Source: an optimization exercise on an open RTL-to-GDS flow (aim: small area, a short achievable clock period and few clock cycles per item). Production flows keep margins and buffers that such runs may drop. The RTL was checked by simulation tests, not by an equivalence proof against the original design. No activity file was given, so power comes from the tool's default toggle rates.

<file path="design/flow/run.sh">
#!/bin/bash
# synth_recipe.tcl (not shown) runs the flow's synth.tcl, then flattens the netlist and writes it again
# the make line also repeats each setting of config.mk as NAME=value (left out here)
make -C /OpenROAD-flow-scripts/flow DESIGN_CONFIG=/design/flow/config.mk WORK_HOME=/design/flow/orfs CLKGATE_MAP_FILE= SYNTH_SCRIPT=/design/flow/synth_recipe.tcl finish
</file>
<file path="design/flow/config.mk">
export PLATFORM = sky130hd
export DESIGN_NAME = psg_top
export DESIGN_NICKNAME = psg_top
export VERILOG_FILES = /design/flow/design.v
export SDC_FILE = /design/flow/constraint.sdc
export NUM_CORES = 4
export LEC_CHECK = 0
export CAP_MARGIN = 20
export CORE_MARGIN = 2
export CORE_UTILIZATION = 40
export SLEW_MARGIN = 20
</file>
<file path="design/flow/constraint.sdc">
create_clock -name core_clock -period 11.0 [get_ports {clk_i}]
set_input_delay 2.2000 -clock core_clock [delete_from_list [all_inputs] [get_ports {clk_i}]]
set_output_delay 2.2000 -clock core_clock [all_outputs]
set_load 0.01 [all_outputs]
</file>
<file path="design/flow/design.v">
package psg_pkg;
	localparam int NVOICE     = 4;
	localparam int VOICE_W    = 2;
	localparam int ACC_W      = 24;
	localparam int FREQ_W     = 16;
	localparam int WAVE_W     = 12;
	localparam int ENV_W      = 8;
	localparam int MIX_W      = 14;
	localparam int SAMPLE_W   = 16;
	localparam int CREDIT_MAX = 4;
	localparam int CREDIT_W   = 3;
	localparam int ADR_W      = 5;
	localparam int DATA_W     = 32;
	localparam int VOL_W      = 4;
	localparam logic [1:0] REG_FREQ = 2'd0;
	localparam logic [1:0] REG_PW   = 2'd1;
	localparam logic [1:0] REG_CTRL = 2'd2;
	localparam logic [1:0] REG_ENV  = 2'd3;
	localparam logic [ADR_W-1:0] REG_VOLUME = 5'd16;
	localparam logic [1:0] WAVE_SAW   = 2'd0;
	localparam logic [1:0] WAVE_PULSE = 2'd1;
	localparam logic [1:0] WAVE_TRI   = 2'd2;
	typedef struct packed {
		logic [22:0] rsvd2;
		logic        enable;
		logic        test;
		logic [1:0]  rsvd1;
		logic        gate;
		logic [1:0]  rsvd0;
		logic [1:0]  wave;
	} ctrl_word_t;
	typedef struct packed {
		logic [ENV_W-1:0] relese;
		logic [ENV_W-1:0] sustain;
		logic [ENV_W-1:0] decay;
		logic [ENV_W-1:0] attack;
	} env_word_t;
	typedef union packed {
		ctrl_word_t ctrl;
		env_word_t  env;
	} reg_word_u;
	typedef struct packed {
		logic [FREQ_W-1:0] freq;
		logic [WAVE_W-1:0] pw;
		logic [1:0]        wave;
		logic              gate;
		logic              test;
		logic              enable;
		logic [ENV_W-1:0]  attack;
		logic [ENV_W-1:0]  decay;
		logic [ENV_W-1:0]  sustain;
		logic [ENV_W-1:0]  relese;
	} voice_cfg_t;
	localparam int CFG_W = FREQ_W + WAVE_W + 2 + 3 + 4 * ENV_W;
	typedef enum logic [1:0] {
		ENV_IDLE,
		ENV_ATTACK,
		ENV_DECAY_SUSTAIN,
		ENV_RELEASE
	} env_state_e;
endpackage
`timescale 1ns/1ps
import psg_pkg::*;
module voice_regs
(
	input  logic              clk_i,
	input  logic              rst_i,
	input  logic              wr_i,
	input  logic [ADR_W-1:0]  adr_i,
	input  logic [DATA_W-1:0] dat_i,
	output logic [NVOICE*CFG_W-1:0] cfg_o,
	output logic [VOL_W-1:0]  volume_o
);
	logic [FREQ_W-1:0] freq_q    [NVOICE];
	logic [WAVE_W-1:0] pw_q      [NVOICE];
	logic [1:0]        wave_q    [NVOICE];
	logic              gate_q    [NVOICE];
	logic              test_q    [NVOICE];
	logic              enable_q  [NVOICE];
	logic [ENV_W-1:0]  attack_q  [NVOICE];
	logic [ENV_W-1:0]  decay_q   [NVOICE];
	logic [ENV_W-1:0]  sustain_q [NVOICE];
	logic [ENV_W-1:0]  relese_q  [NVOICE];
	logic [DATA_W-1:0] d;
	assign d = rst_i ? '0 : dat_i;
	for (genvar g = 0; g < NVOICE; g++) begin : g_v
		psg_pkg::voice_cfg_t c;
		logic hit;
		assign hit = wr_i && (adr_i[4:2] == 3'(g));
		always_ff @(posedge clk_i) begin
			if (rst_i || (hit && adr_i[1:0] == REG_FREQ)) begin
				freq_q[g] <= d[FREQ_W-1:0];
			end
			if (rst_i || (hit && adr_i[1:0] == REG_PW)) begin
				pw_q[g] <= d[WAVE_W-1:0];
			end
			if (rst_i || (hit && adr_i[1:0] == REG_CTRL)) begin
				wave_q[g]   <= d[1:0];
				gate_q[g]   <= d[4];
				test_q[g]   <= d[7];
				enable_q[g] <= d[8];
			end
			if (rst_i || (hit && adr_i[1:0] == REG_ENV)) begin
				attack_q[g]  <= d[7:0];
				decay_q[g]   <= d[15:8];
				sustain_q[g] <= d[23:16];
				relese_q[g]  <= d[31:24];
			end
		end
		assign c.freq    = freq_q[g];
		assign c.pw      = pw_q[g];
		assign c.wave    = wave_q[g];
		assign c.gate    = gate_q[g];
		assign c.test    = test_q[g];
		assign c.enable  = enable_q[g];
		assign c.attack  = attack_q[g];
		assign c.decay   = decay_q[g];
		assign c.sustain = sustain_q[g];
		assign c.relese  = relese_q[g];
		assign cfg_o[g*CFG_W +: CFG_W] = c;
	end
	always_ff @(posedge clk_i) begin
		if (rst_i || (wr_i && adr_i == REG_VOLUME)) begin
			volume_o <= d[VOL_W-1:0];
		end
	end
endmodule
`timescale 1ns/1ps
import psg_pkg::*;
module frame_sequencer
(
	input  logic clk_i,
	input  logic rst_i,
	input  logic credit_i,
	output logic mul_valid_o,
	output logic vol_valid_o,
	output logic out_valid_o
);
	always_ff @(posedge clk_i) begin
		if (rst_i) begin
			mul_valid_o <= 1'b0;
			vol_valid_o <= 1'b0;
			out_valid_o <= 1'b0;
		end else begin
			mul_valid_o <= credit_i;
			vol_valid_o <= mul_valid_o;
			out_valid_o <= vol_valid_o;
		end
	end
endmodule
`timescale 1ns/1ps
import psg_pkg::*;
module phase_stage
(
	input  logic               clk_i,
	input  logic               rst_i,
	input  logic [NVOICE*CFG_W-1:0] cfg_i,
	input  logic               step_i,
	output logic [NVOICE*WAVE_W-1:0] wave_o
);
	for (genvar g = 0; g < NVOICE; g++) begin : g_v
		psg_pkg::voice_cfg_t cfg;
		logic [ACC_W-1:0] acc;
		logic [WAVE_W-1:0] top;
		logic [WAVE_W-1:0] wave;
		assign cfg = cfg_i[g*CFG_W +: CFG_W];
		assign top = acc[ACC_W-1 -: WAVE_W];
		always_comb begin
			wave = '0;
			if (cfg.enable) begin
				case (cfg.wave)
				WAVE_SAW:   wave = top;
				WAVE_PULSE: wave = (top < cfg.pw) ? '1 : '0;
				WAVE_TRI:   wave = {top[WAVE_W-2:0] ^ {(WAVE_W-1){top[WAVE_W-1]}}, 1'b0};
				default:    wave = '0;
				endcase
			end
		end
		always_ff @(posedge clk_i) begin
			if (rst_i) begin
				acc <= '0;
			end else if (step_i) begin
				acc <= cfg.test ? '0 : acc + ACC_W'(cfg.freq);
			end
		end
		assign wave_o[g*WAVE_W +: WAVE_W] = wave;
	end
endmodule
`timescale 1ns/1ps
import psg_pkg::*;
module envelope_stage
(
	input  logic               clk_i,
	input  logic               rst_i,
	input  logic [NVOICE*CFG_W-1:0] cfg_i,
	input  logic               step_i,
	output logic [NVOICE*ENV_W-1:0] level_o
);
	for (genvar g = 0; g < NVOICE; g++) begin : g_v
		psg_pkg::voice_cfg_t cfg;
		psg_pkg::env_state_e state;
		psg_pkg::env_state_e cur_st;
		psg_pkg::env_state_e nxt_st;
		logic [ENV_W-1:0] level;
		logic [ENV_W-1:0] nxt_lvl;
		logic [ENV_W:0] att_sum;
		logic [ENV_W:0] dec_dif;
		logic [ENV_W:0] rel_dif;
		assign cfg = cfg_i[g*CFG_W +: CFG_W];
		assign att_sum = {1'b0, level} + {1'b0, cfg.attack};
		assign dec_dif = {1'b0, level} - {1'b0, cfg.decay};
		assign rel_dif = {1'b0, level} - {1'b0, cfg.relese};
		always_comb begin
			cur_st = state;
			if (cfg.gate && (state == ENV_IDLE || state == ENV_RELEASE)) begin
				cur_st = ENV_ATTACK;
			end else if (!cfg.gate && state != ENV_IDLE) begin
				cur_st = ENV_RELEASE;
			end
		end
		always_comb begin
			nxt_st  = cur_st;
			nxt_lvl = level;
			case (cur_st)
			ENV_ATTACK: begin
				if (att_sum >= {1'b0, {ENV_W{1'b1}}}) begin
					nxt_lvl = '1;
					nxt_st  = ENV_DECAY_SUSTAIN;
				end else begin
					nxt_lvl = att_sum[ENV_W-1:0];
				end
			end
			ENV_DECAY_SUSTAIN: begin
				if (level > cfg.sustain) begin
					if (!dec_dif[ENV_W] && dec_dif[ENV_W-1:0] > cfg.sustain) begin
						nxt_lvl = dec_dif[ENV_W-1:0];
					end else begin
						nxt_lvl = cfg.sustain;
					end
				end
			end
			ENV_RELEASE: begin
				if (level > cfg.relese) begin
					nxt_lvl = rel_dif[ENV_W-1:0];
				end else begin
					nxt_lvl = '0;
					nxt_st  = ENV_IDLE;
				end
			end
			default: begin
				nxt_lvl = level;
			end
			endcase
		end
		always_ff @(posedge clk_i) begin
			if (rst_i) begin
				state <= ENV_IDLE;
				level <= '0;
			end else if (step_i) begin
				state <= nxt_st;
				level <= nxt_lvl;
			end
		end
		assign level_o[g*ENV_W +: ENV_W] = level;
	end
endmodule
`timescale 1ns/1ps
import psg_pkg::*;
module mix_stage
(
	input  logic                clk_i,
	input  logic [NVOICE*WAVE_W-1:0] wave_i,
	input  logic [NVOICE*ENV_W-1:0]  level_i,
	input  logic [VOL_W-1:0]    volume_i,
	output logic [SAMPLE_W-1:0] aud_o
);
	logic [MIX_W-1:0] sum_d;
	logic [MIX_W-1:0] sum_q;
	logic [MIX_W+VOL_W-1:0] scaled;
	logic [WAVE_W+ENV_W-1:0] prod [NVOICE];
	always_comb begin
		sum_d = '0;
		for (int v = 0; v < NVOICE; v++) begin
			prod[v] = (WAVE_W+ENV_W)'(wave_i[v*WAVE_W +: WAVE_W]) * (WAVE_W+ENV_W)'(level_i[v*ENV_W +: ENV_W]);
			sum_d = sum_d + MIX_W'(prod[v][WAVE_W+ENV_W-1:ENV_W]);
		end
	end
	assign scaled = sum_q * volume_i;
	always_ff @(posedge clk_i) begin
		sum_q <= sum_d;
		aud_o <= scaled[MIX_W+VOL_W-1:2];
	end
endmodule
`timescale 1ns/1ps
import psg_pkg::*;
module psg_top
(
	input  logic                clk_i,
	input  logic                rst_i,
	input  logic                wr_i,
	input  logic [ADR_W-1:0]    adr_i,
	input  logic [DATA_W-1:0]   dat_i,
	input  logic                credit_i,
	output logic                sample_valid_o,
	output logic [SAMPLE_W-1:0] aud_o
);
	logic [NVOICE*CFG_W-1:0] cfg;
	logic [VOL_W-1:0] volume;
	logic mul_valid;
	logic vol_valid;
	logic [NVOICE*WAVE_W-1:0] wave;
	logic [NVOICE*ENV_W-1:0]  level;
	voice_regs u_regs (
		.clk_i    (clk_i),
		.rst_i    (rst_i),
		.wr_i     (wr_i),
		.adr_i    (adr_i),
		.dat_i    (dat_i),
		.cfg_o    (cfg),
		.volume_o (volume)
	);
	frame_sequencer u_seq (
		.clk_i       (clk_i),
		.rst_i       (rst_i),
		.credit_i    (credit_i),
		.mul_valid_o (mul_valid),
		.vol_valid_o (vol_valid),
		.out_valid_o (sample_valid_o)
	);
	envelope_stage u_env (
		.clk_i   (clk_i),
		.rst_i   (rst_i),
		.cfg_i   (cfg),
		.step_i  (credit_i),
		.level_o (level)
	);
	phase_stage u_phase (
		.clk_i  (clk_i),
		.rst_i  (rst_i),
		.cfg_i  (cfg),
		.step_i (mul_valid),
		.wave_o (wave)
	);
	mix_stage u_mix (
		.clk_i    (clk_i),
		.wave_i   (wave),
		.level_i  (level),
		.volume_i (volume),
		.aud_o    (aud_o)
	);
endmodule
</file>
==> run notes <==
fin crit period=10,120 ps; Core Area=0.0970 mm2; wl on met1=47,400 um; Initial DRC Count=1,890; Slowest cell on crit path=fa_1; die width=317 um; Yosys reg bits=433; first-pass GRT wire length=166,000 um; DRC=0; PortBufs=57; # diodes=0; post_cts resized=0; CP endpoint kind=flip-flop; CTS tree=yes; Ports=58; Layout Nets=4,979; total routing usage reported by global routing=0.211; FF-to-FF setup slack=880 ps; syn_nets=4,947; Synth area leader=edfxtp_1; Hold Crit Class=flip-flop to flip-flop; Syn Area/Cell=9.45 um2; Die Area=0.101 mm2; status=no timing/DRC/antenna violations; leading post-synthesis cells by cell area=edfxtp_1, fa_1, ha_1, dfxtp_1, inv_1; DR vias/cell=5.39; Rows=114; CTS buffer count=52; WP data arrival=10,600 ps; FF-to-FF path depth=40; wire length per cell=19.0 um; RSZ-0062 raised after global routing=no; Critical Path RT=11,480 ps; Worst Max-Slew Pin Slew=1140 ps; Final Hold Vio Count=0; CTS Hold Bufs=0; Area Growth Syn to Fin=9.47%; Post-Route Skew=27.2 ps; Setup crit start=u_phase.g_v[0].acc[18]; clk slew on worst S/H paths=60 ps; crit path capture=u_mix.sum_q[13]; Max Cap Violations=0; fmax=98.8 MHz; Setup CP Type=flip-flop to flip-flop; CTS Sinks=433; Yosys cell types=85; vias in the first global route=29.8k; Post-synth EDFFs=264; top_reg_cell synth=edfxtp_1; top layer in use=met4; Ys Warns=16; crit-path max FO=9; Max Slew Vio Count=0; Crit Reg-Reg Startpoint=u_phase.g_v[0].acc[18]; pin count of the biggest net entering global routing=68; layout cells sized above 1=0.0388; met3 WL post-DR=5230 um; non-filler cells, final=5,506; RD Place Congestion=0.889; met2 routed WL=48,700 um; CTS Buffer Depth=3; Post-CTS Setup Bufs=0; Final Cycle Share=0.920; Post-Route WL=105,000 um; Die Height=317 um; TritonRoute pass-1 iters=5; CP peak stage delay=520 ps; CP Launch Type=flip-flop; Via Count=29.7k; Fin Setup TNS=0 ps; worst r2r dst=u_mix.sum_q[13]; synthesized netlist cell count=4,155; power per cell area=128 mW/mm2; leakage=20.5 nW; GRT overflow=0; H-Tree Depth=2; Fillers=9,354; fraction of registers with async set/reset=0; Root Driver=clkbuf_16; crit-path most repeated cell=fa_1; post-synth top area share=0.202; VDD IR max=0.117 mV; initial antenna violation count=8; Setup Viol. Count Final=0; total power=0.00551 W; worst skew pair latency=620 ps; hold slack final=435 ps; Antenna Nets Post-Route=0; relative slew slack=0.237; hpwl dp=78,100 um; initial core utilization=0.405; Placed Cells=5,407; sequential cell area fraction in the yosys report=0.288; Netlist Area Pre-Place=0.0393 mm2
==> worst max-delay path: cells and delay by family, from the launching register on <==
kind | cells | cell delay [ps]
buffers and inverters | 2 | 270
XOR/XNOR | 2 | 470
adder cells (fa/ha/maj) | 9 | 3580
AND/OR/NAND/NOR | 9 | 1140
flip-flops | 1 | 490
AO/OA/AOI/OAI | 18 | 4020
==> metal layers <==
| layer | vias to the layer above | global-route usage |
|---|---|---|
| met4 | 0 | 0.0680 |
| met1 | 14400 | 0.286 |
| li1 | 14400 | - |
| met5 | - | 0 |
| met2 | 709 | 0.352 |
| met3 | 170 | 0.0230 |
==> power breakdown <==
| group | switching, W | leakage [nW] | internal, W |
|---|---|---|---|
| Clock | 0.000718 | 0.763 | 0.000911 |
| Combinational | 0.00107 | 15.8 | 0.000756 |
| Sequential | 0.000156 | 3.93 | 0.00189 |
| Total | 0.00195 | 20.5 | 0.00356 |
==> metrics by stage <==
step,util,cell area (um2),setup WS (ps)
2_1_floorplan,-,39300,1800
5_1_grt,0.443,43000,127
4_1_cts,0.443,42900,872
3_3_place_gp,0.426,41300,1030
6_report,0.443,43000,882
3_5_place_dp,0.426,41300,924
==> cells by family after synthesis <==
kind of cell / after synthesis / share of synthesized area
flops: 433 / 0.288
fa+ha+maj: 751 / 0.295
xor+xnor: 256 / 0.0571
compound gates: 823 / 0.138
simple gates: 1195 / 0.150
buf+inv: 666 / 0.0637
mux: 31 / 0.00794
==> area by class of cell <==
cell class	count	area (um2)	share of cell area
clock buffers	74	1430	0.0332
clock inverters	23	176	0.00410
inverters	541	2030	0.0472
multi-input cells	3056	25500	0.594
flip-flops and latches	433	11300	0.263
well taps	1276	1600	0.0371
repair buffers	103	928	0.0216
==> sequential cells by signal, summed over array words and instances, names as in the netlist <==
register	cells
u_regs.volume_o	4
u_regs.enable_q	4
u_seq.out_valid_o	1
u_regs.pw_q	48
u_regs.freq_q	64
u_phase.g_v.acc	96
u_mix.sum_q	14
u_regs.relese_q	32
u_seq.mul_valid_o	1
u_regs.wave_q	8
u_mix.aud_o	16
u_regs.attack_q	32
u_regs.sustain_q	32
u_seq.vol_valid_o	1
u_regs.decay_q	32
u_regs.gate_q	4
u_env.g_v.level	32
u_env.g_v.state	8
u_regs.test_q	4
==> Yosys cell counts, types with 10 or more instances <==
master / instances
and2_1: 104
and3_1: 210
nor2_1: 250
edfxtp_1: 264
xnor2_1: 178
a31oi_1: 24
ha_1: 461
xor2_1: 78
clkbuf_1: 118
nand3_1: 65
a221oi_1: 10
nor2b_1: 69
a22oi_1: 46
or3_1: 13
nand2_1: 343
nor3_1: 50
o211ai_1: 17
a211oi_1: 28
a21o_1: 87
nand4_1: 22
o21a_1: 55
o21ai_0: 123
dfxtp_1: 169
fa_1: 290
or2_2: 12
inv_1: 538
mux2i_1: 30
o22ai_1: 46
a21oi_1: 226
nand2b_1: 22
a21boi_0: 11
o21bai_1: 39
==> cell usage in the layout (no fill, tap or decap), drive strengths merged, types with 55 or more instances in the layout <==
master         instances
and3                 210
xnor2                178
nand3                 65
clkdlybuf4s50         56
nor2                 250
edfxtp               264
inv                  542
nand2                343
o21ai                131
and2                 107
ha                   461
a21oi                227
clkbuf                74
xor2                  78
nor2b                 69
fa                   290
a21o                  88
o21a                  55
dfxtp                169
==> how the worst min path moves through the flow <==
stage | end | startpoint | slack (ps) | cells past startpoint
after CTS | u_seq.out_valid_o | u_seq.vol_valid_o | 440 | 1
after global routing | u_seq.out_valid_o | u_seq.vol_valid_o | 460 | 1
final | u_seq.out_valid_o | u_seq.vol_valid_o | 440 | 1
after floorplan | u_seq.out_valid_o | u_seq.vol_valid_o | 410 | 1
after global placement | u_seq.out_valid_o | u_seq.vol_valid_o | 420 | 1
after detailed placement | u_seq.out_valid_o | u_seq.vol_valid_o | 430 | 1
Testbench counts, summed over its fixed seeds: cycles 4,887, items 4,079.

static timing again, ports no longer ideal:
In the flow no input, the clock included, has a driving cell. The finished layout below was timed again as built, in two steps. Step 1 sets driving cells, clkbuf_16 on the clock port and buf_2 on the other inputs (assumed; they add their load-dependent delay and slew). Step 2 moves the port delays by t, midway between the first and last clock arrival at a register: inputs arrive t later, outputs are due t later. That takes back most of the time a late clock gives input paths. Three values: ideal ports, drivers, drivers and shift; two values: the first two.
shift t [ns]: 0.681
setup slack, ns: 0.882 / 0.882 / 0.882
hold slack, ns: 0.435 / 0.435 / 0.435
clock arrival spread, ns: 0.030 / 0.031
pins driven straight from the clock port: 1
After both steps setup and hold are still met in this run. The setup slack of this run moves by 0.000 ns with the drivers and by 0.000 ns with both steps.
